What follows belongs to an exercise in optimizing a design on an open flow for small area, a short achievable clock period and few clock cycles per item; a production flow would make more cautious choices.
Only simulation tests tie the RTL to the original design; equivalence was not proved.
No activity file was given, so power comes from the tool's default toggle rates.

==> flow/design.v <==
module riscv_multicycle #(
  parameter int unsigned  N        = 32,
  parameter logic [N-1:0] RESET_PC = '0
) (
  input  logic                clk,
  input  logic                rst,
  output logic                mem_req,
  output logic                mem_we,
  output logic [N-1:0]        mem_addr,
  output logic [N-1:0]        mem_wdata,
  input  logic [N-1:0]        mem_rdata,
  input  logic                mem_ready,
  output logic                retire,
  output logic                trap,
  output logic [N-1:0]        pc_out
);
  localparam logic [6:0] OP_LOAD   = 7'b0000011;
  localparam logic [6:0] OP_STORE  = 7'b0100011;
  localparam logic [6:0] OP_R      = 7'b0110011;
  localparam logic [6:0] OP_IMM    = 7'b0010011;
  localparam logic [6:0] OP_BRANCH = 7'b1100011;
  localparam logic [6:0] OP_JAL    = 7'b1101111;
  logic [N-1:0] r_pc4;     
  logic [N-1:0] r_tgt;     
  logic [11:0]  r_dlo;     
  logic [N-13:0] r_dhi;    
  logic [N-13:0] r_dalt;   
  logic         r_dsel;    
  logic         r_take;    
  logic [N-1:0] r_p, r_g;  
  logic [11:0]  r_imm;     
  logic [4:0]   r_rd;
  logic         r_ld, r_jal, r_wb, r_sub, r_and, r_or, r_slt;
  logic         r_ag;      
  logic         r_dm;      
  logic         r_we;      
  logic         r_ret;     
  logic         r_ill;     
  logic [N-1:0] r_rf [1:31];
  logic [31:1]  r_v;       
  logic [31*N-1:0] w_rf;
  always_comb
    for (int k = 1; k < 32; k++) w_rf[(k-1)*N +: N] = r_rf[k];
  logic [N-1:0] w_res;
  rv_alu #(.N(N)) u_alu (
    .p(r_p), .g(r_g), .cin(r_sub), .op_and(r_and), .op_or(r_or), .op_slt(r_slt),
    .op_jal(r_jal), .pc4(r_pc4), .res(w_res)
  );
  logic [N-1:0] w_fa;      
  rv_bus #(.N(N)) u_bus (
    .m(r_dm), .dsel(r_dsel), .dlo(r_dlo), .dhi(r_dhi), .dalt(r_dalt),
    .t(r_take), .x(r_tgt), .y(r_pc4), .q(w_fa)
  );
  assign mem_req   = ~r_ill & ~r_ag;
  assign mem_we    = r_we;
  assign mem_addr  = w_fa;
  assign mem_wdata = r_g;
  assign retire    = r_ret;
  assign trap      = r_ill;
  assign pc_out    = r_pc4;
  logic w_facc, w_dacc;
  assign w_facc = mem_ready & ~r_dm & ~r_ill;
  assign w_dacc = mem_ready & r_dm & ~r_ag;
  logic [6:0] d_op, d_f7;
  logic [2:0] d_f3;
  logic [4:0] d_rd, d_rs1, d_rs2;
  logic       d_ld, d_st, d_r, d_i, d_br, d_jal, d_alu3, d_legal;
  logic [N-1:0] d_immi, d_imms, d_immb, d_immj;
  assign d_op  = mem_rdata[6:0];
  assign d_rd  = mem_rdata[11:7];
  assign d_f3  = mem_rdata[14:12];
  assign d_rs1 = mem_rdata[19:15];
  assign d_rs2 = mem_rdata[24:20];
  assign d_f7  = mem_rdata[31:25];
  assign d_alu3  = (d_f3 == 3'b000) || (d_f3 == 3'b111) || (d_f3 == 3'b110) || (d_f3 == 3'b010);
  assign d_ld    = (d_op == OP_LOAD)  && (d_f3 == 3'b010);
  assign d_st    = (d_op == OP_STORE) && (d_f3 == 3'b010);
  assign d_r     = (d_op == OP_R) && (((d_f7 == 7'b0000000) && d_alu3) ||
                                      ((d_f7 == 7'b0100000) && (d_f3 == 3'b000)));
  assign d_i     = (d_op == OP_IMM) && d_alu3;
  assign d_br    = (d_op == OP_BRANCH) && (d_f3 == 3'b000);
  assign d_jal   = (d_op == OP_JAL);
  assign d_legal = d_ld | d_st | d_r | d_i | d_br | d_jal;
  logic d_kmem;
  assign d_kmem = ~d_op[6] & ~d_op[4];    
  assign d_immi = {{(N-12){mem_rdata[31]}}, mem_rdata[31:20]};
  assign d_imms = {{(N-12){mem_rdata[31]}}, mem_rdata[31:25], mem_rdata[11:7]};
  assign d_immb = {{(N-13){mem_rdata[31]}}, mem_rdata[31], mem_rdata[7], mem_rdata[30:25],
                   mem_rdata[11:8], 1'b0};
  assign d_immj = {{(N-21){mem_rdata[31]}}, mem_rdata[31], mem_rdata[19:12], mem_rdata[20],
                   mem_rdata[30:21], 1'b0};
  logic         w_fwd1, w_fwd2, w_haz;
  logic [N-1:0] w_rfa, w_rfb, w_opa, w_opb;
  assign w_fwd1 = r_wb && (d_rs1 == r_rd);
  assign w_fwd2 = r_wb && (d_rs2 == r_rd);
  assign w_haz  = (d_ld | d_st) && w_fwd1;
  rv_rdport #(.N(N)) u_rda (
    .sel(d_rs1), .valid(r_v), .regs(w_rf), .ovr(r_ag), .alt(r_p), .q(w_rfa)
  );
  rv_rdport #(.N(N)) u_rdb (
    .sel(d_rs2), .valid(r_v), .regs(w_rf), .ovr(1'b0), .alt({N{1'b0}}), .q(w_rfb)
  );
  assign w_opa = w_fwd1 ? w_res : w_rfa;
  assign w_opb = w_fwd2 ? w_res : w_rfb;
  logic         d_sub;
  logic [N-1:0] w_bsel, w_bx;
  assign d_sub  = (d_r && d_f7[5] && (d_f3 == 3'b000)) || ((d_r || d_i) && (d_f3 == 3'b010));
  assign w_bsel = d_i ? d_immi : (d_kmem ? {N{1'b0}} : w_opb);
  assign w_bx   = d_sub ? ~w_bsel : w_bsel;
  logic [N-1:0] w_tgt;
  logic [11:0]  w_dlo;
  logic [N-13:0] w_dalt;
  logic         w_dsel;
  logic [11:0]  w_offs;
  logic         w_eq;
  always_comb begin
    if (r_ag)          w_offs = r_imm;
    else if (d_op[5])  w_offs = d_imms[11:0];
    else               w_offs = d_immi[11:0];
  end
  assign w_tgt = w_fa + (d_op[2] ? d_immj : d_immb);
  rv_agen #(.N(N)) u_dad (.a(w_rfa), .off(w_offs), .lo(w_dlo), .alt(w_dalt), .sel(w_dsel));
  rv_eq   #(.N(N)) u_eq  (.a(w_opa), .b(w_opb), .eq(w_eq));
  logic         w_we;
  logic [N-1:0] w_wd;
  assign w_we = r_wb | (r_ld & w_dacc);
  assign w_wd = r_dm ? mem_rdata : w_res;
  always_ff @(posedge clk) begin
    for (int k = 1; k < 32; k++)
      if (w_we && r_rd == 5'(k)) r_rf[k] <= w_wd;
  end
  always_ff @(posedge clk or negedge rst) begin
    if (!rst) r_v <= '0;
    else
      for (int k = 1; k < 32; k++)
        if (w_we && r_rd == 5'(k)) r_v[k] <= 1'b1;
  end
  always_ff @(posedge clk) begin
    if (w_facc) begin
      r_p   <= w_opa ^ w_bx;
      r_g   <= d_kmem ? w_opb : (w_opa & w_bx);
      r_imm <= w_offs;
      r_rd  <= d_rd;
      r_tgt <= w_tgt;
    end
    if (w_facc | r_ag) begin
      r_dlo  <= w_dlo;
      r_dhi  <= w_rfa[N-1:12];
      r_dalt <= w_dalt;
      r_dsel <= w_dsel;
    end
  end
  always_ff @(posedge clk or negedge rst) begin
    if (!rst) begin
      r_pc4  <= RESET_PC;
      r_take <= 1'b0;
      r_ld   <= 1'b0;
      r_jal  <= 1'b0;
      r_wb   <= 1'b0;
      r_sub  <= 1'b0;
      r_and  <= 1'b0;
      r_or   <= 1'b0;
      r_slt  <= 1'b0;
      r_ag   <= 1'b0;
      r_dm   <= 1'b0;
      r_we   <= 1'b0;
      r_ret  <= 1'b0;
      r_ill  <= 1'b0;
    end else begin
      r_ret <= 1'b0;
      if (w_facc) begin
        r_pc4  <= w_fa + N'(4);
        r_take <= d_jal | (d_br & w_eq);
        r_ld   <= d_ld;
        r_jal  <= d_jal;
        r_wb   <= (d_r | d_i | d_jal) && (d_rd != 5'd0);
        r_sub  <= d_sub;
        r_and  <= (d_f3 == 3'b111);
        r_or   <= (d_f3 == 3'b110);
        r_slt  <= (d_f3 == 3'b010);
        r_ag   <= w_haz;
        r_dm   <= d_ld | d_st;
        r_we   <= d_st;
        r_ret  <= d_r | d_i | d_br | d_jal;
        r_ill  <= !d_legal;
      end else if (r_ag) begin
        r_ag   <= 1'b0;
      end else if (w_dacc) begin
        r_dm   <= 1'b0;
        r_we   <= 1'b0;
        r_ret  <= 1'b1;
      end
    end
  end
endmodule
module rv_alu #(
  parameter int unsigned N = 32
) (
  input  logic [N-1:0] p,
  input  logic [N-1:0] g,
  input  logic         cin,
  input  logic         op_and,
  input  logic         op_or,
  input  logic         op_slt,
  input  logic         op_jal,
  input  logic [N-1:0] pc4,
  output logic [N-1:0] res
);
  logic [N-1:0] gg, pp, sum;
  logic         lt;
  always_comb begin
    gg = g;
    pp = p;
    gg[0] = g[0] | (p[0] & cin);
    for (int d = 1; d < N; d = d * 2)
      for (int i = N - 1; i >= d; i = i - 1) begin
        gg[i] = gg[i] | (pp[i] & gg[i-d]);
        pp[i] = pp[i] & pp[i-d];
      end
    sum = p ^ {gg[N-2:0], cin};
    lt  = p[N-1] ? sum[N-1] : g[N-1];
    if (op_jal)      res = pc4;
    else if (op_and) res = g;
    else if (op_or)  res = p | g;
    else if (op_slt) res = {{(N-1){1'b0}}, lt};
    else             res = sum;
  end
endmodule
module rv_rdport #(
  parameter int unsigned N = 32
) (
  input  logic [4:0]      sel,
  input  logic [31:1]     valid,
  input  logic [31*N-1:0] regs,
  input  logic            ovr,
  input  logic [N-1:0]    alt,
  output logic [N-1:0]    q
);
  logic [31:0]     oh;
  logic [32*N-1:0] d;
  logic [4*N-1:0]  gq;
  always_comb begin
    oh[0] = ovr;
    for (int k = 1; k < 32; k++) oh[k] = (sel == 5'(k)) && valid[k] && !ovr;
  end
  assign d = {regs, alt};
  for (genvar g = 0; g < 4; g++) begin : grp
    rv_ao8n #(.N(N)) u_ao (.s(oh[8*g +: 8]), .d(d[8*g*N +: 8*N]), .qn(gq[g*N +: N]));
  end
  assign q = ~(gq[0 +: N] & gq[N +: N] & gq[2*N +: N] & gq[3*N +: N]);
endmodule
module rv_ao8n #(
  parameter int unsigned N = 32
) (
  input  logic [7:0]     s,
  input  logic [8*N-1:0] d,
  output logic [N-1:0]   qn
);
  logic [N-1:0] q;
  always_comb begin
    q = '0;
    for (int j = 0; j < 8; j++) q = q | ({N{s[j]}} & d[j*N +: N]);
  end
  assign qn = ~q;
endmodule
module rv_eq #(
  parameter int unsigned N = 32
) (
  input  logic [N-1:0] a,
  input  logic [N-1:0] b,
  output logic         eq
);
  assign eq = (a == b);
endmodule
module rv_bus #(
  parameter int unsigned N = 32
) (
  input  logic          m,
  input  logic          dsel,
  input  logic [11:0]   dlo,
  input  logic [N-13:0] dhi,
  input  logic [N-13:0] dalt,
  input  logic          t,
  input  logic [N-1:0]  x,
  input  logic [N-1:0]  y,
  output logic [N-1:0]  q
);
  assign q = m ? {dsel ? dalt : dhi, dlo} : (t ? x : y);
endmodule
module rv_agen #(
  parameter int unsigned N = 32
) (
  input  logic [N-1:0]  a,
  input  logic [11:0]   off,
  output logic [11:0]   lo,
  output logic [N-13:0] alt,
  output logic          sel
);
  localparam int unsigned H = N - 12;
  logic [12:0]  s13;
  logic [H-1:0] h, k, z;
  rv_addgp #(.N(13)) u_lo (.a({1'b0, a[11:0]}), .b({1'b0, off}), .s(s13));
  assign lo  = s13[11:0];
  assign sel = s13[12] ^ off[11];
  always_comb begin
    h = a[N-1:12];
    k = h ^ {H{off[11]}};
    z = k;
    for (int d = 1; d < H; d = d * 2)
      for (int i = H - 1; i >= d; i = i - 1)
        z[i] = z[i] & z[i-d];
    alt = h ^ {z[H-2:0], 1'b1};
  end
endmodule
module rv_add #(
  parameter int unsigned N = 32
) (
  input  logic [N-1:0] a,
  input  logic [N-1:0] b,
  input  logic         cin,
  output logic [N-1:0] s
);
  logic [N-1:0] p, g, t;
  always_comb begin
    p = a ^ b;
    g = a;
    t = p;
    g[0] = p[0] ? cin : a[0];
    for (int d = 1; d < N; d = d * 2)
      for (int i = N - 1; i >= d; i = i - 1) begin
        g[i] = t[i] ? g[i-d] : g[i];
        t[i] = t[i] & t[i-d];
      end
    s = p ^ {g[N-2:0], cin};
  end
endmodule
module rv_addgp #(
  parameter int unsigned N = 32
) (
  input  logic [N-1:0] a,
  input  logic [N-1:0] b,
  output logic [N-1:0] s
);
  logic [N-1:0] p, g, gg, pp;
  always_comb begin
    p = a ^ b;
    g = a & b;
    gg = g;
    pp = p;
    for (int d = 1; d < N; d = d * 2)
      for (int i = N - 1; i >= d; i = i - 1) begin
        gg[i] = gg[i] | (pp[i] & gg[i-d]);
        pp[i] = pp[i] & pp[i-d];
      end
    s = p ^ {gg[N-2:0], 1'b0};
  end
endmodule
==> flow/run.sh <==
#!/bin/bash
# synth_recipe.tcl (not shown) runs the flow's synth.tcl, then flattens the netlist and writes it again
# the make line also repeats each setting of config.mk as NAME=value (left out here)
make -C /OpenROAD-flow-scripts/flow DESIGN_CONFIG=/design/flow/config.mk WORK_HOME=/design/flow/orfs CLKGATE_MAP_FILE= SYNTH_SCRIPT=/design/flow/synth_recipe.tcl finish
==> flow/config.mk <==
export PLATFORM = sky130hd
export DESIGN_NAME = riscv_multicycle
export DESIGN_NICKNAME = riscv_multicycle
export VERILOG_FILES = /design/flow/design.v
export SDC_FILE = /design/flow/constraint.sdc
export NUM_CORES = 4
export LEC_CHECK = 0
export CAP_MARGIN = 20
export CELL_PAD_IN_SITES_DETAIL_PLACEMENT = 1
export CORE_MARGIN = 2
export CORE_UTILIZATION = 30
export PLACE_DENSITY = 0.4
export SETUP_SLACK_MARGIN = 4.8
export SLEW_MARGIN = 20
export SYNTH_HIERARCHICAL = 1
export TNS_END_PERCENT = 10
==> flow/constraint.sdc <==
create_clock -name core_clock -period 9.0 [get_ports {clk}]
set_input_delay 1.8000 -clock core_clock [delete_from_list [all_inputs] [get_ports {clk}]]
set_output_delay 1.8000 -clock core_clock [all_outputs]
set_load 0.01 [all_outputs]
==> metrics.yaml, run 1 <==
endpoint_kind: "flop"
pre_cts_ws_ns: 1.52
clkTransAtPathRegs_ns: 0.06
synth_edf_count: 1158
ys_top_cells_by_count: "edfxtp_1 (1158), a22oi_1 (1034), and4_1 (262)"
dp.cells: 7128
num_vias: 45576
synth_top_cell_area_share: 0.576
start_kind: "primary input"
io_pins: 135
ys.flop_type: "edfxtp_1"
yosys.cell_types.count: 113
setup_tns_ns: 0
rsz0062_at_grt: "yes"
syn-cell-area_sq_um: 60300
grt_max_degree: 72
hold_viol_final: 0
rows: 164
final_util: 0.371
core_area_sq_um: 200000
relSlewSlack: 0.299
min_path_type: "flop to flop"
worst_pin_slew_ns: 1.05
fin_crit_sh: 0.505
yosysMostFrequentCell: "edfxtp_1"
hpwl_um: 183000
wl_per_cell_um: 35.7
power.density_nw_per_um2: 228
die-area_sq_um: 205000
layout-drive-gt1-share: 0.244
first_global_vias: 46107
fp.dieH_um: 452
syn_area_per_cell_sq_um: 13.6
ys_seq_elements: 1234
finalSetupViolCount: 0
ir_drop_v: 0.000184
root_buffer: "clkbuf_16"
cts_num_sinks: 1234
crit_required_ns: 9.72
max_cap_violations: 0
synth.largest_area_cell: "edfxtp_1"
clkLatencyLatePin_ns: 0.82
status: "timing/DRC/antenna clean"
p_leak_nw: 23.6
gp_congestion: 0.883
fin_cells: 7662
fin_nets: 4996
synth_async_sr_flop_share: 0.0616
start_util: 0.302
yosysWarningCount: 13
cts-hold-fix-buffers: 0
ys_seq_area_frac: 0.608
netlist_instances: 4444
fin_skew_ns: 0.0348
antenna_found_initial: 11
drv_slew: 0
grt_pass1_wl_um: 376000
die_w_um: 452
clock_path_buffers: 3
viasPerCell: 5.95
htree_num_levels: 4
arrival_ns: 5.26
fmax_mhz: 220
crit_fanout: 13
setup.worst_path.class: "primary input to flop"
drc: 0
portBuffers: 134
holdWs_ns: 0.502
grt_usage: 0.260
drt_iter0_drc: 5051
synthTopCellsByArea: "edfxtp_1 (58%), a22oi_1 (13%), and4_1 (3.8%)"
synthToLayoutAreaGrowth_pct: 22.9
period_needed_ns: 4.54
cts_tree: "built"
grt_overflow: 0
postRouteAntennaNets: 0
fin_ws_ns: 4.46
cts_buffers: 145
routed_wl_um: 274000
drtPass1Iterations: 5
-- routing by layer --
layer	track usage	wire length, um	share of wire
met1	0.346	117000	0.43
met2	0.431	130000	0.48
met3	0.0328	15300	0.056
met4	0.0953	11100	0.041
met5	0	13	0.000047
-- stage by stage --
stage	power [mW]	area, sq um
CTS	16.9	73400
floorplan	9.05	60500
global route	17.5	74100
finish	16.9	74200
detailed placement	10.6	64700
global placement	10.6	64700
-- cell families (layout without fill, tap and decap cells) --
family / after synthesis / in the layout / share of synthesized area
AOI/OAI and AO/OA: 1432 / 1432 / 0.172
DFF: 1234 / 1234 / 0.608
and+or+nand+nor: 950 / 960 / 0.101
buffers and inverters: 341 / 849 / 0.0338
muxes: 232 / 232 / 0.0435
xor gates and xnor gates: 174 / 174 / 0.0253
adders and majority gates: 79 / 79 / 0.0166
other: 2 / 46 / 0.000124
-- worst max-delay path, stage by stage --
cell and delay [ns]:
buf_8 0.18, and4bb_2 0.29, and3_4 0.24, buf_6 0.20
buf_4 0.20, a22oi_1 0.17, and4_1 0.23, nand4_1 0.35
mux2_4 0.43, xor2_1 0.19, nor4_4 0.39, nand4_1 0.17
nor2_2 0.16, nand2_1 0.07, a31oi_1 0.17
-- timing repair --
action                                  4_1_cts  5_1_grt
pin swaps                                   145       62
setup buffers                               205       36
endpoints found under the setup margin      705      690
cloned                                       15        7
gates resized for setup                     548       81
-- worst paths after layout --
| kind | start | cells past startpoint | slack [ns] | endpoint |
|---|---|---|---|---|
| worst max register to register | r_p[0] | 20 | 4.56 | r_take |
| worst min register to register | r_ld | 2 | 0.50 | r_ld |
| max in group asynchronous | rst | 2 | 6.87 | r_ag |
| worst max-delay path | mem_rdata[24] | 15 | 4.46 | r_take |
| worst min-delay path | r_ld | 2 | 0.50 | r_ld |
| min in group asynchronous | rst | 1 | 0.97 | r_pc4[9] |
-- cell type report --
type / instances / area [sq um]
flip-flops and latches: 1234 / 36700
diodes: 6 / 15.0
clock inverters: 82 / 873
inverters: 42 / 163
repair buffers: 542 / 5560
well taps: 2656 / 3320
clock buffers: 183 / 3900
fillers: 20691 / 126000
multi-input cells: 2917 / 23600
-- report_power, final --
part	leakage, nW	switching [mW]	internal [mW]	total, mW
sequential	11.5	0.203	7.06	7.26
clock	2.33	2.57	3.49	6.06
combinational	9.77	2.38	1.19	3.57
-- registers in the layout (all words and copies together) (netlist names), 5 cells and up --
| register | flops |
|---|---|
| r_dlo | 12 |
| r_pc4 | 32 |
| r_rf | 992 |
| r_rd | 5 |
| r_g | 32 |
| r_v | 31 |
| r_dalt | 20 |
| r_p | 32 |
| r_imm | 12 |
| r_tgt | 32 |
| r_dhi | 20 |
-- cell usage in the layout, fill, tap and decap left out, drive strengths merged, types with 13 or more instances in the layout --
cell	instances
a21o	21
a21oi	128
a22oi	1043
and2	17
and3	78
and4	263
buf	417
bufinv	14
clkbuf	186
clkdlybuf4s50	95
clkinv	54
conb	40
dfrtp	76
dlygate4sd2	16
edfxtp	1158
ha	77
inv	49
mux2	143
mux2i	89
nand2	186
nand2b	15
nand3	36
nand4	90
nor2	131
nor2b	15
nor3	27
nor4	17
nor4b	13
o21ai	128
or2	34
xnor2	93
xor2	81
Testbench counts, summed over its fixed seeds: cycles 90,854, retired 72,013.
==> inputs of run 2 (changes only) <==
--- a/flow/config.mk
+++ b/flow/config.mk
@@ -10,7 +10,7 @@
 export CORE_MARGIN = 2
 export CORE_UTILIZATION = 30
 export PLACE_DENSITY = 0.4
-export SETUP_SLACK_MARGIN = 4.8
+export SETUP_SLACK_MARGIN = 4.55
 export SLEW_MARGIN = 20
 export SYNTH_HIERARCHICAL = 1
 export TNS_END_PERCENT = 10
==> run 2 against run 1 <==
Hold slack worse by 0.0057 ns; via count decreased by 2.1%; critical path type unchanged; global-route usage fell by 0.65 points; wire length down 3.2%; still clean on timing, DRC and antenna; die area did not move; largest cell class unchanged; highest routed layer unchanged; synthesized cell count unchanged; critical path depth shrank 1; setup slack got worse by 0.14 ns; sequential cell count unchanged; count of clock-buffer cells in the layout is the same; combinational power decreased by 4%; register-to-register slack got worse by 0.07 ns.
==> metrics.yaml, run 2 <==
grt_pass1_wl_um: 368000  # was 376000 um
ys_seq_elements: 1234  # unchanged
p_clk_frac: 0.362  # was 0.359
synthTopCellsByArea: "edfxtp_1 (58%), a22oi_1 (13%), and4_1 (3.8%)"  # unchanged
yosys.cell_types.count: 113  # unchanged
min_path_type: "flop to flop"  # unchanged
syn_area_per_cell_sq_um: 13.6  # unchanged
max_cap_violations: 0  # unchanged
r2r_setup_slack_ns: 4.49  # was 4.56 ns
yosysWarningCount: 13  # unchanged
layout-drive-gt1-share: 0.207  # was 0.244
finalSetupViolCount: 0  # unchanged
drt_iter0_drc: 4645  # was 5051
synthAdderAreaFrac: 0.0166  # unchanged
ys.flop_type: "edfxtp_1"  # unchanged
fin_nets: 4863  # was 4996
start_kind: "primary input"  # unchanged
fin_crit_sh: 0.520  # was 0.505
largest_register_ffs: 992  # unchanged
portBuffers: 134  # unchanged
hold_path_end: "r_ld"  # unchanged
synth-compound-area-share: 0.172  # unchanged
netSwitchingFraction: 0.303  # was 0.305
start_util: 0.302  # unchanged
hpwl_um: 183000  # unchanged
pre_cts_ws_ns: 1.52  # unchanged
grt_overflow: 0  # unchanged
yosys.area_share.xor_xnor: 0.0253  # unchanged
num_vias: 44618  # was 45576
reg2reg_depth: 20  # unchanged
drc: 0  # unchanged
fin_skew_ns: 0.0362  # was 0.0348 ns
status: "timing/DRC/antenna clean"  # unchanged
drv_slew: 0  # unchanged
clock_path_buffers: 3  # unchanged
yosys.area_share.simple: 0.101  # unchanged
root_buffer: "clkbuf_16"  # unchanged
fillers: 20790  # was 20691
period_needed_ns: 4.68  # was 4.54 ns
slowest_delay_ns: 0.40  # was 0.43 ns
crit_top_cell: "nand4_1"  # unchanged
fmax_mhz: 214  # was 220 MHz
holdPathStages: 2  # unchanged
ys_top_cells_by_count: "edfxtp_1 (1158), a22oi_1 (1034), and4_1 (262)"  # unchanged
r2r-start: "r_p[0]"  # unchanged
grt_max_degree: 72  # unchanged
viasPerCell: 5.93  # was 5.95
clkLatencyLatePin_ns: 0.82  # about the same
fp.dieH_um: 452  # unchanged
syn-cell-area_sq_um: 60300  # unchanged
cts_tree: "built"  # unchanged
cts_num_sinks: 1234  # unchanged
netlist_instances: 4444  # unchanged
htree_num_levels: 4  # unchanged
synth_top_cell_area_share: 0.576  # unchanged
synth_top_family_by_area: "compound AO/OA/AOI/OAI gates"  # unchanged
arrival_ns: 5.39  # was 5.26 ns
rsz0062_at_grt: "yes"  # unchanged
drtPass1Iterations: 6  # was 5
antenna_found_initial: 10  # was 11
crit_fanout: 28  # was 13
final_common_cell: "edfxtp_1"  # unchanged
synth_async_sr_flop_share: 0.0616  # unchanged
first_global_vias: 45167  # was 46107
regMostFlops: "r_rf"  # unchanged
synth.largest_area_cell: "edfxtp_1"  # unchanged
p_int_mw: 11.7  # about the same
crit_required_ns: 9.72  # about the same
rows: 164  # unchanged
synth.area.mux_share: 0.0435  # unchanged
ir_drop_v: 0.000178  # was 0.000184 V
hp-start: "r_ld"  # unchanged
synth_edf_count: 1158  # unchanged
final_cell_mix: "edfxtp_1 (1158), a22oi_1 (1031), buf_4 (228), and4_1 (211), nand2_1 (184)"  # was edfxtp_1 (1158), a22oi_1 (1018), buf_4 (292), and4_1 (206), nand2_1 (183)
path_cells: "buf_6, and4bb_2, and3_2, buf_12, a22oi_1, and4_1, nand4_1, mux2_4, xor2_1, nor4_2, nand4_1, nor2_2, nand2_1, a31oi_1"  # was buf_8, and4bb_2, and3_4, buf_6, buf_4, a22oi_1, and4_1, nand4_1, mux2_4, xor2_1, nor4_4, nand4_1, nor2_2, nand2_1, a31oi_1
yosysMostFrequentCell: "edfxtp_1"  # unchanged
cpMaxStageDelayCell: "mux2_4"  # unchanged
seqPwrFrac: 0.434  # was 0.430
synthToLayoutAreaGrowth_pct: 19.2  # was 22.9%
worst_pin_slew_ns: 1.04  # was 1.05 ns
clkTransAtPathRegs_ns: 0.06  # about the same
p_sw_mw: 5.07  # was 5.16 mW
gp_congestion: 0.883  # unchanged
hold_viol_final: 0  # unchanged
routed_wl_um: 265000  # was 274000 um
cts_buffers: 145  # unchanged
die_w_um: 452  # unchanged
wl_per_cell_um: 35.2  # was 35.7 um
fin_ws_ns: 4.32  # was 4.46 ns
io_pins: 135  # unchanged
grt_usage: 0.253  # was 0.260
relSlewSlack: 0.305  # was 0.299
core_area_sq_um: 200000  # unchanged
power.density_nw_per_um2: 233  # was 228 nW/um^2
postRouteAntennaNets: 0  # unchanged
die-area_sq_um: 205000  # unchanged
p_leak_nw: 22.5  # was 23.6 nW
setup.worst_path.class: "primary input to flop"  # unchanged
rr_endpoint: "r_take"  # unchanged
ys_seq_area_frac: 0.608  # unchanged
comb_power_share: 0.204  # was 0.211
endpoint_kind: "flop"  # unchanged
setup_tns_ns: 0  # unchanged
-- run 2: cell counts after synthesis --
Identical to the previous run, type by type.
-- run 2: timing repair --
item	in CTS	in global routing
pin swaps	79	36
hold buffers	0	0
resized for setup	335	67
setup endpoints to repair	406	184
cloned	4	1
buffers inserted	108	17
hold endpoints to repair	0	0
-- run 2: layer usage --
| layer | routed length (um) | track usage | vias up |
|---|---|---|---|
| met2 | 127000 | 0.423 | 1782 |
| met4 | 8180 | 0.0780 | 2 |
| met5 | 7 | 0 | - |
| met3 | 14800 | 0.0338 | 357 |
| li1 | - | - | 18852 |
| met1 | 115000 | 0.340 | 23625 |
-- run 2: layout make-up --
type | count | area (sq um) | area share
clock inverters | 82 | 873 | 0.0121
repair buffers | 416 | 3910 | 0.0544
inverters | 42 | 163 | 0.00226
clock buffers | 183 | 3900 | 0.0542
diodes | 7 | 17.5 | 0.000244
multi-input cells | 2910 | 23000 | 0.320
well taps | 2656 | 3320 | 0.0462
flip-flops and latches | 1234 | 36700 | 0.510
-- run 2: power by group through the flow --
stage	Clock, mW	Sequential (mW)	Combinational [mW]
after floorplan	0	7.29	1.76
after global placement	0	7.37	3.19
after detailed placement	0	7.38	3.23
after CTS	6.19	7.26	3.38
after global routing	6.37	7.27	3.66
final	6.06	7.26	3.42
-- run 2: cell families (layout without fill, tap and decap cells) --
| group | count (synthesis) | in the layout |
|---|---|---|
| and+or+nand+nor | 950 | 953 |
| DFF | 1234 | 1234 |
| xor gates and xnor gates | 174 | 174 |
| AOI/OAI and AO/OA | 1432 | 1432 |
| other | 2 | 47 |
| buffers and inverters | 341 | 723 |
| muxes | 232 | 232 |
| adders and majority gates | 79 | 79 |
-- run 2: metrics by stage --
step                      cell area [sq um]  cells  hold WS [ns]   util  power (mW)
final                                 71900   7530         0.496  0.360        16.7
after global routing                  71900   7525         0.498  0.360        17.3
after CTS                             71500   7505         0.491  0.358        16.8
after detailed placement              64700   7128         0.469  0.324        10.6
after global placement                64700   7128         0.464  0.324        10.6
after floorplan                       60500   4482         0.437      -        9.05
-- run 2: worst max-delay path, delay by kind of cell --
family | cells | cell delay, ns
AOI/OAI and AO/OA | 2 | 0.36
xor gates and xnor gates | 1 | 0.22
buffers and inverters | 2 | 0.42
muxes | 1 | 0.40
and+or+nand+nor | 8 | 2.11
-- run 2: worst max-delay path by stage --
stage	from	end	slack, ns	cells past startpoint
2_1_floorplan	mem_rdata[19]	r_dsel	4.16	14
3_3_place_gp	mem_rdata[19]	r_take	1.59	15
3_5_place_dp	mem_rdata[19]	r_take	1.52	15
4_1_cts	r_dsel	mem_addr[17]	4.45	4
5_1_grt	r_p[0]	r_take	4.40	20
6_report	mem_rdata[23]	r_take	4.32	14
==> inputs of run 3 (changes only) <==
--- a/flow/config.mk
+++ b/flow/config.mk
@@ -10,7 +10,7 @@
 export CORE_MARGIN = 2
 export CORE_UTILIZATION = 30
 export PLACE_DENSITY = 0.4
-export SETUP_SLACK_MARGIN = 4.55
+export SETUP_SLACK_MARGIN = 4.75
 export SLEW_MARGIN = 20
 export SYNTH_HIERARCHICAL = 1
 export TNS_END_PERCENT = 10
==> run 3 against run 2 <==
Still clean; critical path depth unchanged; synthesized cell count did not move; count of clock-buffer cells in the layout unchanged; non-clock buffer count rose by 98; maximum frequency up 2.4%; total power up 0.79%; clock skew is 0.0017 ns lower; critical endpoint unchanged; largest cell class unchanged; largest power group unchanged.
==> metrics.yaml, run 3 <==
min_path_type: "flop to flop"  # unchanged
cts_tree: "built"  # unchanged
final_cell_mix: "edfxtp_1 (1158), a22oi_1 (1024), buf_4 (284), and4_1 (214), nand2_1 (184)"  # was edfxtp_1 (1158), a22oi_1 (1031), buf_4 (228), and4_1 (211), nand2_1 (184)
drv_slew: 0  # unchanged
layout-drive-gt1-share: 0.233  # was 0.207
p_int_mw: 11.7  # about the same
clkTransAtPathRegs_ns: 0.06  # about the same
cts-hold-fix-buffers: 0  # unchanged
yosysWarningCount: 13  # unchanged
ys_seq_elements: 1234  # unchanged
fin_skew_ns: 0.0344  # was 0.0362 ns
reg2reg_depth: 20  # unchanged
syn-cell-area_sq_um: 60300  # unchanged
synthToLayoutAreaGrowth_pct: 22.0  # was 19.2%
gp_congestion: 0.883  # unchanged
status: "timing/DRC/antenna clean"  # unchanged
hold_path_end: "r_ld"  # unchanged
syn_area_per_cell_sq_um: 13.6  # unchanged
rows: 164  # unchanged
clkLatencyLatePin_ns: 0.81  # was 0.82 ns
antenna_found_initial: 14  # was 10
grt_pass1_wl_um: 375000  # was 368000 um
crit_family: "simple AND/OR/NAND/NOR gates"  # unchanged
total_power_mw: 16.9  # was 16.7 mW
period_needed_ns: 4.57  # was 4.68 ns
grt_max_degree: 72  # unchanged
io_pins: 135  # unchanged
cp.buffers_inverters: 2  # unchanged
wl_per_cell_um: 35.7  # was 35.2 um
rsz0062_at_grt: "yes"  # unchanged
drc: 0  # unchanged
power.density_nw_per_um2: 229  # was 233 nW/um^2
relSlewSlack: 0.296  # was 0.305
netSwitchingFraction: 0.305  # was 0.303
hold_viol_final: 0  # unchanged
synth_async_sr_flop_share: 0.0616  # unchanged
regMostFlops: "r_rf"  # unchanged
largest_register_ffs: 992  # unchanged
synth_edf_count: 1158  # unchanged
setup_tns_ns: 0  # unchanged
comb_power_share: 0.210  # was 0.204
num_vias: 45340  # was 44618
grt_usage: 0.259  # was 0.253
fin_crit_sh: 0.508  # was 0.520
slowest_delay_ns: 0.40  # about the same
drtPass1Iterations: 6  # unchanged
arrival_ns: 5.28  # was 5.39 ns
portBuffers: 134  # unchanged
fin_nets: 4966  # was 4863
setup.worst_path.class: "primary input to flop"  # unchanged
r2r-start: "r_p[0]"  # unchanged
hpwl_um: 183000  # unchanged
root_buffer: "clkbuf_16"  # unchanged
viasPerCell: 5.94  # was 5.93
grt_overflow: 0  # unchanged
die-area_sq_um: 205000  # unchanged
r2r_setup_slack_ns: 4.53  # was 4.49 ns
crit_fanout: 20  # was 28
drt_iter0_drc: 5058  # was 4645
worst_pin_slew_ns: 1.06  # was 1.04 ns
fillers: 20690  # was 20790
crit_top_cell: "nand4_1"  # unchanged
start_util: 0.302  # unchanged
cts_buffers: 145  # unchanged
core_area_sq_um: 200000  # unchanged
postRouteAntennaNets: 0  # unchanged
cpMaxStageDelayCell: "and4_1"  # was mux2_4
synth_top_cell_area_share: 0.576  # unchanged
crit_required_ns: 9.71  # was 9.72 ns
regArea_sq_um: 36700  # about the same
hp-start: "r_ld"  # unchanged
final_common_cell: "edfxtp_1"  # unchanged
first_global_vias: 45905  # was 45167
p_sw_mw: 5.15  # was 5.07 mW
fmax_mhz: 219  # was 214 MHz
ys_top_cells_by_count: "edfxtp_1 (1158), a22oi_1 (1034), and4_1 (262)"  # unchanged
start_kind: "primary input"  # unchanged
endpoint_kind: "flop"  # unchanged
ys.flop_type: "edfxtp_1"  # unchanged
holdPathStages: 2  # unchanged
die_w_um: 452  # unchanged
multi_input_area_sq_um: 23500  # was 23000 sq um
clock_path_buffers: 3  # unchanged
netlist_instances: 4444  # unchanged
fp.dieH_um: 452  # unchanged
yosys.cell_types.count: 113  # unchanged
path_cells: "buf_4, and2b_4, and3_1, buf_6, a22oi_1, and4_1, nand4_1, mux2_4, xor2_1, nor4_2, nand4_1, nor2_2, nand2_1, a31oi_1"  # was buf_6, and4bb_2, and3_2, buf_12, a22oi_1, and4_1, nand4_1, mux2_4, xor2_1, nor4_2, nand4_1, nor2_2, nand2_1, a31oi_1
p_clk_frac: 0.360  # was 0.362
ys_seq_area_frac: 0.608  # unchanged
p_leak_nw: 23.3  # was 22.5 nW
htree_num_levels: 4  # unchanged
synthTopCellsByArea: "edfxtp_1 (58%), a22oi_1 (13%), and4_1 (3.8%)"  # unchanged
cts_num_sinks: 1234  # unchanged
synth.largest_area_cell: "edfxtp_1"  # unchanged
seqPwrFrac: 0.430  # was 0.434
max_cap_violations: 0  # unchanged
routed_wl_um: 272000  # was 265000 um
yosysMostFrequentCell: "edfxtp_1"  # unchanged
finalSetupViolCount: 0  # unchanged
rr_endpoint: "r_take"  # unchanged
ir_drop_v: 0.000182  # was 0.000178 V
==> run 3: cell counts after synthesis <==
Identical to the previous run, type by type.
==> run 3: metrics by stage <==
step / hold WS, ns / instance area (sq um) / util / worst slack (ns) / std cells
6_report: 0.498 / 73600 / 0.368 / 4.43 / 7629
5_1_grt: 0.507 / 73600 / 0.368 / 4.43 / 7628
4_1_cts: 0.492 / 73200 / 0.366 / 4.49 / 7601
3_5_place_dp: 0.469 / 64700 / 0.324 / 1.52 / 7128
3_3_place_gp: 0.464 / 64700 / 0.324 / 1.59 / 7128
2_1_floorplan: 0.437 / 60500 / - / 4.16 / 4482
==> run 3: power by group through the flow <==
stage / sequential [mW] / combinational (mW) / clock [mW]
CTS: 7.26 / 3.44 / 6.19
detailed placement: 7.38 / 3.23 / 0
global route: 7.28 / 3.77 / 6.37
finish: 7.26 / 3.54 / 6.07
floorplan: 7.29 / 1.76 / 0
global placement: 7.37 / 3.19 / 0
==> run 3: worst max path at each step <==
stage | startpoint | endpoint | cells past startpoint
finish | mem_rdata[20] | r_take | 14
global route | r_p[0] | r_take | 20
CTS | mem_rdata[2] | r_tgt[25] | 13
detailed placement | mem_rdata[19] | r_take | 15
global placement | mem_rdata[19] | r_take | 15
floorplan | mem_rdata[19] | r_dsel | 14
==> run 3: layout make-up <==
| type | count | area share |
|---|---|---|
| Sequential cell | 1234 | 0.498 |
| Multi-Input combinational cell | 2915 | 0.319 |
| Timing Repair Buffer | 514 | 0.0706 |
| Clock buffer | 183 | 0.0529 |
| Tap cell | 2656 | 0.0451 |
| Clock inverter | 82 | 0.0119 |
| Inverter | 42 | 0.00221 |
| Antenna cell | 3 | 0.000102 |
==> run 3: logic make-up (layout without fill, tap and decap cells) <==
group,count (synthesis),after routing,synth area share
other,2,43,0.000124
adders and majority gates,79,79,0.0166
DFF,1234,1234,0.608
and+or+nand+nor,950,958,0.101
AOI/OAI and AO/OA,1432,1432,0.172
muxes,232,232,0.0435
xor gates and xnor gates,174,174,0.0253
buffers and inverters,341,821,0.0338
==> run 3: layer usage <==
layer  vias to the layer above  GRT usage  share of wire
met5                         -          0        0.00017
met4                         6     0.0986          0.039
met3                       420     0.0333          0.054
met2                      1773      0.428           0.48
met1                     24089      0.346           0.43
li1                      19052          -              -
==> run 3: repair_timing <==
item,4_1_cts,5_1_grt
buffers inserted,193,22
gates resized for setup,522,49
gates cloned,15,3
pin swaps,131,30
setup endpoints to repair,630,398
==> run 3: worst register-to-register path, stage by stage (launching register included) <==
cell      delay [ns]
edfxtp_1        0.42
ha_2            0.21
or2_4           0.25
ha_4            0.16
o211ai_1        0.27
a21oi_2         0.18
o22ai_1         0.19
buf_4           0.19
o2111a_2        0.24
nor3_2          0.05
o22ai_2         0.17
xnor2_1         0.14
o22ai_1         0.09
mux2_4          0.31
mux2_4          0.31
xor2_4          0.22
nor4_4          0.39
nand4_1         0.17
nor2_2          0.16
nand2_1         0.07
a31oi_1         0.17
==> inputs of run 4 (changes only) <==
--- a/flow/config.mk
+++ b/flow/config.mk
@@ -10,7 +10,7 @@
 export CORE_MARGIN = 2
 export CORE_UTILIZATION = 30
 export PLACE_DENSITY = 0.4
-export SETUP_SLACK_MARGIN = 4.75
+export SETUP_SLACK_MARGIN = 4.65
 export SLEW_MARGIN = 20
 export SYNTH_HIERARCHICAL = 1
 export TNS_END_PERCENT = 10
==> run 4 against run 3 <==
Still clean; total power decreased by 0.48%; design area decreased by 1.1%; sequential share of layout area increased by 0.53 points; clock skew increased by 0.0018 ns; wire length decreased by 1.1%; final cell count decreased by 0.66%; critical path depth unchanged; first-iteration DRC count decreased by 7.9%; clock power about the same; critical path type unchanged.
==> metrics.yaml, run 4 <==
finalSetupViolCount: 0  # unchanged
multi_input_area_sq_um: 23300  # was 23500 sq um
grt_max_degree: 72  # unchanged
ys_seq_elements: 1234  # unchanged
fin_crit_sh: 0.509  # was 0.508
start_util: 0.302  # unchanged
seqPwrFrac: 0.432  # was 0.430
rr_endpoint: "r_take"  # unchanged
regArea_sq_um: 36700  # about the same
portBuffers: 134  # unchanged
grt_usage: 0.256  # was 0.259
synth-compound-area-share: 0.172  # unchanged
period_needed_ns: 4.58  # was 4.57 ns
p_leak_nw: 23.0  # was 23.3 nW
first_global_vias: 45502  # was 45905
start_kind: "primary input"  # unchanged
synthToLayoutAreaGrowth_pct: 20.7  # was 22.0%
dp.cells: 7128  # unchanged
worst_pin_slew_ns: 1.04  # was 1.06 ns
clkLatencyLatePin_ns: 0.83  # was 0.81 ns
max_cap_violations: 0  # unchanged
fp.dieH_um: 452  # unchanged
comb_power_share: 0.206  # was 0.210
fin_cells: 7579  # was 7629
yosysMostFrequentCell: "edfxtp_1"  # unchanged
yosysWarningCount: 13  # unchanged
reg2reg_depth: 20  # unchanged
die-area_sq_um: 205000  # unchanged
final_common_cell: "edfxtp_1"  # unchanged
synth.area.mux_share: 0.0435  # unchanged
io_pins: 135  # unchanged
htree_num_levels: 4  # unchanged
critPathCapture: "r_take"  # unchanged
fin_nets: 4915  # was 4966
ir_drop_v: 0.000180  # was 0.000182 V
fillers: 20713  # was 20690
crit_fanout: 12  # was 20
p_clk_frac: 0.361  # was 0.360
setup.worst_path.class: "primary input to flop"  # unchanged
synth.largest_area_cell: "edfxtp_1"  # unchanged
layout-drive-gt1-share: 0.223  # was 0.233
rows: 164  # unchanged
die_w_um: 452  # unchanged
synth_top_family_by_area: "compound AO/OA/AOI/OAI gates"  # unchanged
drtPass1Iterations: 5  # was 6
syn_area_per_cell_sq_um: 13.6  # unchanged
largest_register_ffs: 992  # unchanged
endpoint_kind: "flop"  # unchanged
yosys.area_share.simple: 0.101  # unchanged
gp_congestion: 0.883  # unchanged
yosys.area_share.xor_xnor: 0.0253  # unchanged
ys_top_cells_by_count: "edfxtp_1 (1158), a22oi_1 (1034), and4_1 (262)"  # unchanged
drt_iter0_drc: 4659  # was 5058
cts_num_sinks: 1234  # unchanged
drc: 0  # unchanged
cts-hold-fix-buffers: 0  # unchanged
routed_wl_um: 269000  # was 272000 um
hpwl_um: 183000  # unchanged
crit_required_ns: 9.72  # was 9.71 ns
grt_overflow: 0  # unchanged
regMostFlops: "r_rf"  # unchanged
power.density_nw_per_um2: 231  # was 229 nW/um^2
grt_pass1_wl_um: 371000  # was 375000 um
fin_skew_ns: 0.0362  # was 0.0344 ns
r2r-start: "r_p[0]"  # unchanged
viasPerCell: 5.92  # was 5.94
netSwitchingFraction: 0.304  # was 0.305
cts_buffers: 145  # unchanged
min_path_type: "flop to flop"  # unchanged
synth_edf_count: 1158  # unchanged
final_cell_mix: "edfxtp_1 (1158), a22oi_1 (1022), buf_4 (254), and4_1 (203), nand2_1 (184)"  # was edfxtp_1 (1158), a22oi_1 (1024), buf_4 (284), and4_1 (214), nand2_1 (184)
cts_tree: "built"  # unchanged
ys.flop_type: "edfxtp_1"  # unchanged
synth_async_sr_flop_share: 0.0616  # unchanged
rsz0062_at_grt: "yes"  # unchanged
clock_path_buffers: 3  # unchanged
fmax_mhz: 218  # was 219 MHz
core_area_sq_um: 200000  # unchanged
worstSetupStartpoint: "mem_rdata[22]"  # was mem_rdata[20]
status: "timing/DRC/antenna clean"  # unchanged
setup_tns_ns: 0  # unchanged
relSlewSlack: 0.305  # was 0.296
arrival_ns: 5.30  # was 5.28 ns
yosys.cell_types.count: 113  # unchanged
netlist_instances: 4444  # unchanged
drv_slew: 0  # unchanged
ys_seq_area_frac: 0.608  # unchanged
p_int_mw: 11.7  # about the same
root_buffer: "clkbuf_16"  # unchanged
p_sw_mw: 5.10  # was 5.15 mW
antenna_found_initial: 10  # was 14
syn-cell-area_sq_um: 60300  # unchanged
num_vias: 44870  # was 45340
hold_viol_final: 0  # unchanged
synthTopCellsByArea: "edfxtp_1 (58%), a22oi_1 (13%), and4_1 (3.8%)"  # unchanged
synthAdderAreaFrac: 0.0166  # unchanged
postRouteAntennaNets: 0  # unchanged
r2r_setup_slack_ns: 4.56  # was 4.53 ns
clkTransAtPathRegs_ns: 0.06  # about the same
synth_top_cell_area_share: 0.576  # unchanged
wl_per_cell_um: 35.5  # was 35.7 um
## run 4: cell counts after synthesis
Identical to the previous run, type by type.
## run 4: how the worst min path moves through the flow
stage	startpoint	slack [ns]	to	depth (start not counted)
CTS	r_v[3]	0.49	r_v[3]	1
detailed placement	r_v[21]	0.47	r_v[21]	1
global placement	r_ld	0.46	r_ld	2
finish	r_v[3]	0.49	r_v[3]	1
floorplan	r_slt	0.44	r_slt	2
global route	r_v[3]	0.50	r_v[3]	1
## run 4: what timing repair did
action	4_1_cts	5_1_grt
cloned	10	3
resized for setup	398	97
setup buffers	140	29
setup endpoints to repair	456	357
pin swaps	97	50
## run 4: per-stage QoR
stage               power, mW  area [sq um]  utilization  setup WS (ns)  hold WS [ns]
floorplan                9.05         60500            -           4.16         0.437
global placement         10.6         64700        0.324           1.59         0.464
detailed placement       10.6         64700        0.324           1.52         0.469
CTS                      16.8         72200        0.361           4.45         0.491
global route             17.3         72800        0.364           4.42         0.500
finish                   16.8         72800        0.364           4.42         0.493
## run 4: cell type report
type / count / area share
sequential: 1234 / 0.504
multi-input combinational: 2912 / 0.320
timing repair buffer: 466 / 0.0632
clock buffer: 183 / 0.0535
tap: 2656 / 0.0456
clock inverter: 82 / 0.0120
inverter: 42 / 0.00223
antenna: 4 / 0.000137
## run 4: cell families after synthesis
kind of cell | count (synthesis)
other | 2
xor gates and xnor gates | 174
DFF | 1234
buffers and inverters | 341
AOI/OAI and AO/OA | 1432
adders and majority gates | 79
muxes | 232
and+or+nand+nor | 950
## run 4: critical path, cell delays in order
cell and delay [ns]:
buf_6 0.15, and4b_2 0.35, and3_4 0.30, buf_4 0.23
a22oi_1 0.23, and4_2 0.35, nand4_1 0.31, mux2_4 0.42
xor2_4 0.22, nor4_4 0.36, nand4_1 0.16, nor2_2 0.13
nand2_1 0.07, a31oi_1 0.17
## run 4: power groups by stage
| stage | clock network, mW | registers [mW] | logic [mW] |
|---|---|---|---|
| final | 6.07 | 7.26 | 3.46 |
| after global routing | 6.37 | 7.28 | 3.70 |
| after detailed placement | 0 | 7.38 | 3.23 |
| after CTS | 6.19 | 7.26 | 3.39 |
| after global placement | 0 | 7.37 | 3.19 |
| after floorplan | 0 | 7.29 | 1.76 |
## run 4: metal layers
metal  GRT usage  vias to the layer above  part of all wire  routed length (um)
met5           0                        -          0.000045                  12
met4      0.0826                        2             0.034                9250
met3      0.0345                      381             0.059               15800
met2       0.429                     1785              0.48              129000
met1       0.342                    23755              0.43              115000
li1            -                    18947                 -                   -
==> inputs of run 5 (changes only) <==
--- a/flow/config.mk
+++ b/flow/config.mk
@@ -13,4 +13,4 @@
 export SETUP_SLACK_MARGIN = 4.65
 export SLEW_MARGIN = 20
 export SYNTH_HIERARCHICAL = 1
-export TNS_END_PERCENT = 10
+export TNS_END_PERCENT = 20
==> run 5 against run 4 <==
Still clean; synthesized area unchanged; first-iteration DRC count up 11%; global-route usage grew 1.0 points; sequential share of layout area increased by 0.10 points; count of clock-buffer cells in the layout is 1 lower; maximum frequency decreased by 1.9%; sequential power barely moved; critical path depth up 2; clock power fell by 2%; sequential cell count stayed put; wire length increased by 4.7%; critical path type unchanged; largest cell class unchanged; highest routed layer unchanged.
==> metrics.yaml, run 5 <==
largest_register_ffs: 992  # unchanged
ys_seq_area_frac: 0.608  # unchanged
hold_viol_final: 0  # unchanged
grt_overflow: 0  # unchanged
synthToLayoutAreaGrowth_pct: 20.5  # was 20.7%
wl_per_cell_um: 37.1  # was 35.5 um
drtPass1Iterations: 5  # unchanged
drv_slew: 0  # unchanged
synthTopCellsByArea: "edfxtp_1 (58%), a22oi_1 (13%), and4_1 (3.8%)"  # unchanged
setup.worst_path.class: "primary input to flop"  # unchanged
regMostFlops: "r_rf"  # unchanged
hold_path_end: "r_ld"  # was r_v[3]
grt_usage: 0.266  # was 0.256
ys_top_cells_by_count: "edfxtp_1 (1158), a22oi_1 (1034), and4_1 (262)"  # unchanged
relSlewSlack: 0.380  # was 0.305
drt_iter0_drc: 5173  # was 4659
fin_area_sq_um: 72700  # was 72800 sq um
rr_endpoint: "r_take"  # unchanged
synth_edf_count: 1158  # unchanged
cts-hold-fix-buffers: 0  # unchanged
layout-drive-gt1-share: 0.218  # was 0.223
io_pins: 135  # unchanged
power.density_nw_per_um2: 231  # about the same
r2r-start: "r_p[0]"  # unchanged
worstSetupStartpoint: "mem_rdata[22]"  # unchanged
rows: 164  # unchanged
min_path_type: "flop to flop"  # unchanged
fin_nets: 4925  # was 4915
ir_drop_v: 0.000142  # was 0.000180 V
r2r_setup_slack_ns: 4.38  # was 4.56 ns
fin_cells: 7593  # was 7579
die-area_sq_um: 205000  # unchanged
synth.largest_area_cell: "edfxtp_1"  # unchanged
grt_pass1_wl_um: 383000  # was 371000 um
yosysWarningCount: 13  # unchanged
core_area_sq_um: 200000  # unchanged
cts_num_sinks: 1234  # unchanged
final_cell_mix: "edfxtp_1 (1158), a22oi_1 (1024), buf_4 (258), and4_1 (212), nand2_1 (184)"  # was edfxtp_1 (1158), a22oi_1 (1022), buf_4 (254), and4_1 (203), nand2_1 (184)
netlist_instances: 4444  # unchanged
fp.dieH_um: 452  # unchanged
antenna_found_initial: 18  # was 10
p_leak_nw: 22.9  # was 23.0 nW
hpwl_um: 185000  # was 183000 um
dp.cells: 7134  # was 7128
first_global_vias: 45983  # was 45502
setup_tns_ns: 0  # unchanged
ys_seq_elements: 1234  # unchanged
status: "timing/DRC/antenna clean"  # unchanged
endpoint_kind: "flop"  # unchanged
dpl_cell_area_sq_um: 64900  # was 64700 sq um
fin_crit_sh: 0.519  # was 0.509
synth_async_sr_flop_share: 0.0616  # unchanged
ys.flop_type: "edfxtp_1"  # unchanged
clock_path_buffers: 3  # unchanged
fmax_mhz: 214  # was 218 MHz
yosysMostFrequentCell: "edfxtp_1"  # unchanged
viasPerCell: 6.06  # was 5.92
routed_wl_um: 282000  # was 269000 um
clkTransAtPathRegs_ns: 0.06  # about the same
hp-start: "r_ld"  # was r_v[3]
root_buffer: "clkbuf_16"  # unchanged
arrival_ns: 5.41  # was 5.30 ns
postRouteAntennaNets: 0  # unchanged
cts_tree: "built"  # unchanged
gp_congestion: 0.871  # was 0.883
holdPathStages: 2  # was 1
crit_fanout: 20  # was 12
die_w_um: 452  # unchanged
period_needed_ns: 4.67  # was 4.58 ns
worst_pin_slew_ns: 0.928  # was 1.04 ns
fillers: 20720  # was 20713
syn_area_per_cell_sq_um: 13.6  # unchanged
yosys.cell_types.count: 113  # unchanged
rsz0062_at_grt: "yes"  # unchanged
final_common_cell: "edfxtp_1"  # unchanged
num_vias: 46015  # was 44870
finalSetupViolCount: 0  # unchanged
drc: 0  # unchanged
start_kind: "primary input"  # unchanged
start_util: 0.302  # unchanged
crit_required_ns: 9.74  # was 9.72 ns
reg2reg_depth: 19  # was 20
portBuffers: 134  # unchanged
clkLatencyLatePin_ns: 0.83  # about the same
htree_num_levels: 4  # unchanged
synth_top_cell_area_share: 0.576  # unchanged
holdWs_ns: 0.500  # was 0.493 ns
total_power_mw: 16.8  # about the same
syn-cell-area_sq_um: 60300  # unchanged
fin_skew_ns: 0.0396  # was 0.0362 ns
max_cap_violations: 0  # unchanged
cts_buffers: 147  # was 145
grt_max_degree: 70  # was 72
run 5: cell counts after synthesis:
No cell type changed its count.
run 5: what timing repair did:
item	CTS	global route
pin swaps	96	32
gates resized for setup	371	69
setup endpoints to repair	616	574
gates cloned	17	6
buffers inserted	141	20
run 5: worst max-delay path: stages:
cell     delay, ns
buf_4         0.18
buf_4         0.21
nor4b_4       0.42
and3_1        0.23
buf_4         0.27
buf_8         0.27
a22oi_1       0.13
and4_2        0.26
nand4_1       0.20
mux2_4        0.20
xor2_1        0.14
nor4_2        0.47
nand4_1       0.16
nor2_1        0.18
nand2_1       0.08
a31oi_1       0.17
run 5: logic make-up (layout without fill, tap and decap cells):
group | count (synthesis) | count (layout) | share of synthesized area
fa+ha+maj | 79 | 79 | 0.0166
buf+inv | 341 | 776 | 0.0338
mux | 232 | 232 | 0.0435
flops | 1234 | 1234 | 0.608
compound gates | 1432 | 1432 | 0.172
xor+xnor | 174 | 174 | 0.0253
other cells | 2 | 44 | 0.000124
simple gates | 950 | 966 | 0.101
run 5: worst max-delay path by stage:
| stage | endpoint | slack (ns) | depth (start not counted) |
|---|---|---|---|
| after global placement | r_dsel | 1.84 | 15 |
| after floorplan | r_rf[13][0] | 4.45 | 5 |
| after CTS | r_rf[31][19] | 4.42 | 6 |
| final | r_take | 4.33 | 16 |
| after detailed placement | r_dsel | 1.79 | 15 |
| after global routing | r_take | 4.26 | 15 |
run 5: report_power, final:
part	leakage [nW]	switching, mW	total [mW]	internal [mW]
clock network	2.30	2.59	5.97	3.38
registers	11.5	0.220	7.28	7.06
logic	9.09	2.36	3.51	1.15
run 5: through the flow:
| stage | worst slack, ns | util |
|---|---|---|
| final | 4.33 | 0.364 |
| after global routing | 4.26 | 0.364 |
| after CTS | 4.42 | 0.361 |
| after detailed placement | 1.79 | 0.325 |
| after global placement | 1.84 | 0.325 |
| after floorplan | 4.45 | - |
run 5: area by class of cell:
| class | count | area (sq um) | area share |
|---|---|---|---|
| Clock inverter | 89 | 815 | 0.0112 |
| Antenna cell | 4 | 10.0 | 0.000138 |
| Clock buffer | 182 | 3890 | 0.0535 |
| Multi-Input combinational cell | 2923 | 23300 | 0.320 |
| Sequential cell | 1234 | 36700 | 0.505 |
| Timing Repair Buffer | 463 | 4530 | 0.0623 |
| Tap cell | 2656 | 3320 | 0.0457 |
| Inverter | 42 | 163 | 0.00224 |
run 5: routing by layer:
metal  global-route usage  part of all wire
met1                0.351              0.42
met2                0.436              0.47
met4                0.103             0.044
met3               0.0449             0.071
met5                    0           0.00014
==> inputs of run 6 (changes only) <==
--- a/flow/config.mk
+++ b/flow/config.mk
@@ -8,9 +8,9 @@
 export CAP_MARGIN = 20
 export CELL_PAD_IN_SITES_DETAIL_PLACEMENT = 1
 export CORE_MARGIN = 2
-export CORE_UTILIZATION = 30
-export PLACE_DENSITY = 0.4
+export CORE_UTILIZATION = 32
+export PLACE_DENSITY = 0.42
 export SETUP_SLACK_MARGIN = 4.65
 export SLEW_MARGIN = 20
 export SYNTH_HIERARCHICAL = 1
-export TNS_END_PERCENT = 20
+export TNS_END_PERCENT = 10
==> run 6 against run 5 <==
Via count fell by 0.40%; synthesized cell count is the same; critical path type unchanged; combinational power shrank 1%; count of clock-buffer cells in the layout fell by 6; sequential share of layout area fell by 0.72 points; maximum frequency rose by 0.79%; utilization increased by 2.9 points; total power fell by 0.27%; clock skew is 0.0094 ns lower.
==> metrics.yaml, run 6 <==
synthToLayoutAreaGrowth_pct: 22.2  # was 20.5%
rsz0062_at_grt: "yes"  # unchanged
synth_edf_count: 1158  # unchanged
grt_max_degree: 75  # was 70
io_pins: 135  # unchanged
num_vias: 45832  # was 46015
ys.flop_type: "edfxtp_1"  # unchanged
relSlewSlack: 0.310  # was 0.380
layout-drive-gt1-share: 0.236  # was 0.218
fin_crit_sh: 0.515  # was 0.519
hpwl_um: 183000  # was 185000 um
max_cap_violations: 0  # unchanged
drtPass1Iterations: 6  # was 5
start_kind: "primary input"  # unchanged
synth.area.mux_share: 0.0435  # unchanged
synth.largest_area_cell: "edfxtp_1"  # unchanged
p_leak_nw: 23.4  # was 22.9 nW
die_w_um: 438  # was 452 um
clkTransAtPathRegs_ns: 0.06  # about the same
htree_num_levels: 4  # unchanged
largest_register_ffs: 992  # unchanged
routed_wl_um: 274000  # was 282000 um
root_buffer: "clkbuf_16"  # unchanged
fin_nets: 4967  # was 4925
total_power_mw: 16.7  # was 16.8 mW
start_util: 0.322  # was 0.302
synth_top_family_by_area: "compound AO/OA/AOI/OAI gates"  # unchanged
syn-cell-area_sq_um: 60300  # unchanged
fin_ws_ns: 4.36  # was 4.33 ns
postRouteAntennaNets: 0  # unchanged
portBuffers: 134  # unchanged
syn_area_per_cell_sq_um: 13.6  # unchanged
period_needed_ns: 4.64  # was 4.67 ns
grt_usage: 0.280  # was 0.266
setup.worst_path.class: "primary input to flop"  # unchanged
pre_cts_ws_ns: 1.68  # was 1.79 ns
die-area_sq_um: 192000  # was 205000 sq um
netlist_instances: 4444  # unchanged
ys_seq_area_frac: 0.608  # unchanged
crit_required_ns: 9.70  # was 9.74 ns
yosys.area_share.simple: 0.101  # unchanged
antenna_found_initial: 15  # was 18
gp_congestion: 0.914  # was 0.871
min_path_type: "flop to flop"  # unchanged
yosys.area_share.xor_xnor: 0.0253  # unchanged
rows: 159  # was 164
synth-compound-area-share: 0.172  # unchanged
cts_tree: "built"  # unchanged
ir_drop_v: 0.000217  # was 0.000142 V
drc: 0  # unchanged
regMostFlops: "r_rf"  # unchanged
status: "timing/DRC/antenna clean"  # unchanged
drv_slew: 0  # unchanged
first_global_vias: 46382  # was 45983
fin_skew_ns: 0.0301  # was 0.0396 ns
arrival_ns: 5.34  # was 5.41 ns
synthAdderAreaFrac: 0.0166  # unchanged
final_cell_mix: "edfxtp_1 (1158), a22oi_1 (993), buf_4 (299), and4_1 (186), nand2_1 (184)"  # was edfxtp_1 (1158), a22oi_1 (1024), buf_4 (258), and4_1 (212), nand2_1 (184)
final_common_cell: "edfxtp_1"  # unchanged
yosys.cell_types.count: 113  # unchanged
finalSetupViolCount: 0  # unchanged
ys_seq_elements: 1234  # unchanged
yosysWarningCount: 13  # unchanged
clock_path_buffers: 3  # unchanged
fmax_mhz: 216  # was 214 MHz
endpoint_kind: "flop"  # unchanged
setup_tns_ns: 0  # unchanged
worst_pin_slew_ns: 1.03  # was 0.928 ns
crit_fanout: 17  # was 20
fp.dieH_um: 438  # was 452 um
ys_top_cells_by_count: "edfxtp_1 (1158), a22oi_1 (1034), and4_1 (262)"  # unchanged
yosysMostFrequentCell: "edfxtp_1"  # unchanged
drt_iter0_drc: 5076  # was 5173
viasPerCell: 6.14  # was 6.06
synthTopCellsByArea: "edfxtp_1 (58%), a22oi_1 (13%), and4_1 (3.8%)"  # unchanged
core_area_sq_um: 188000  # was 200000 sq um
synth_top_cell_area_share: 0.576  # unchanged
wl_per_cell_um: 36.7  # was 37.1 um
cts_num_sinks: 1234  # unchanged
synth_async_sr_flop_share: 0.0616  # unchanged
power.density_nw_per_um2: 227  # was 231 nW/um^2
hold_viol_final: 0  # unchanged
grt_overflow: 0  # unchanged
grt_pass1_wl_um: 378000  # was 383000 um
clkLatencyLatePin_ns: 0.82  # was 0.83 ns
cts_buffers: 141  # was 147
run 6: cell counts after synthesis:
Identical to the previous run, type by type.
run 6: power breakdown:
part           switching, mW  internal [mW]
Sequential             0.210           7.06
Clock                   2.49           3.49
Combinational           2.33           1.14
run 6: logic make-up (layout without fill, tap and decap cells):
family / Yosys count / after routing
mux: 232 / 232
flops: 1234 / 1234
buf+inv: 341 / 825
simple gates: 950 / 953
compound gates: 1432 / 1432
xor+xnor: 174 / 174
fa+ha+maj: 79 / 79
other cells: 2 / 41
run 6: through the flow:
step                      hold WS, ns   util  instance area (sq um)  std cells
after floorplan                 0.437      -                  60500       4482
after global placement          0.464  0.346                  64900       6996
after detailed placement        0.469  0.346                  64900       6996
after CTS                       0.489  0.392                  73500       7455
after global routing            0.518  0.393                  73700       7464
final                           0.490  0.393                  73700       7465
run 6: critical path: stages:
cell,delay [ns]
buf_4,0.21
and2b_4,0.29
and3_4,0.30
buf_4,0.24
a22oi_1,0.17
and4_1,0.34
nand4_1,0.45
mux2_4,0.48
xor2_4,0.20
nor4_2,0.25
nand4_1,0.13
nor2_1,0.16
nand2_1,0.08
a31oi_1,0.22
run 6: final cells by class:
type                    count  area, sq um
clock inverters            83          878
fillers                 19189       114000
well taps                2495         3120
clock buffers             176         3810
multi-input cells        2910        23600
diodes                      1         2.50
inverters                  42          163
repair buffers            524         5490
flip-flops and latches   1234        36700
run 6: worst paths after layout:
kind | from | end | slack, ns | cells past startpoint
min in group asynchronous | rst | r_pc4[9] | 0.86 | 1
min | r_sub | r_sub | 0.49 | 2
min reg2reg | r_sub | r_sub | 0.49 | 2
max | mem_rdata[20] | r_take | 4.36 | 14
max in group asynchronous | rst | r_ag | 6.76 | 2
max reg2reg | r_p[0] | r_take | 4.59 | 21
run 6: metal layers:
| layer | global-route usage | vias up | routed length (um) |
|---|---|---|---|
| li1 | - | 19041 | - |
| met1 | 0.362 | 24297 | 113000 |
| met2 | 0.464 | 2037 | 131000 |
| met3 | 0.0539 | 449 | 19800 |
| met4 | 0.102 | 8 | 10200 |
| met5 | 0 | - | 56 |
run 6: repair_timing:
action | in CTS | in global routing
pin swaps | 180 | 6
buffers inserted | 177 | 8
endpoints found under the hold margin | 0 | 0
setup endpoints to repair | 778 | 482
gates cloned | 23 | 0
hold buffers | 0 | 0
gates resized for setup | 561 | 22

[re-timing with driven ports]
Ports are ideal in the flow. The routed layouts listed here were re-timed in OpenROAD.
Step 1 (the two cells are an assumption about what drives the block):
set clk [get_ports {clk}]
set_driving_cell -lib_cell sky130_fd_sc_hd__clkbuf_16 $clk
set_driving_cell -lib_cell sky130_fd_sc_hd__buf_2 [delete_from_list [all_inputs] $clk]
Step 2, shift: input delay + t, output delay - t, t = (earliest + latest rising clock arrival at the registers) / 2. This alone moves slack from input paths to output paths.
a / b / c = ideal / step 1 / step 2; a / b = the first two.
run | shift t [ns] | slack for setup (ns) | worst hold slack (ns) | worst slew at a driven data input, ns
run 1 | 0.886 | 4.458 / 4.493 / 3.607 | 0.502 / 0.502 / 0.502 | 0.07
run 2 | 0.885 | 4.320 / 4.355 / 3.470 | 0.496 / 0.496 / 0.496 | 0.08
run 3 | 0.883 | 4.431 / 4.465 / 3.583 | 0.498 / 0.498 / 0.498 | 0.07
run 4 | 0.891 | 4.417 / 4.416 / 3.577 | 0.493 / 0.493 / 0.493 | 0.07
run 5 | 0.893 | 4.328 / 4.381 / 3.493 | 0.500 / 0.500 / 0.500 | 0.09
run 6 | 0.891 | 4.364 / 4.287 / 3.534 | 0.490 / 0.490 / 0.490 | 0.09
After both steps setup and hold are still met in every run listed. For run 1, which loses most, drivers alone change the setup slack by +0.035 ns; drivers and shift together by -0.851 ns.
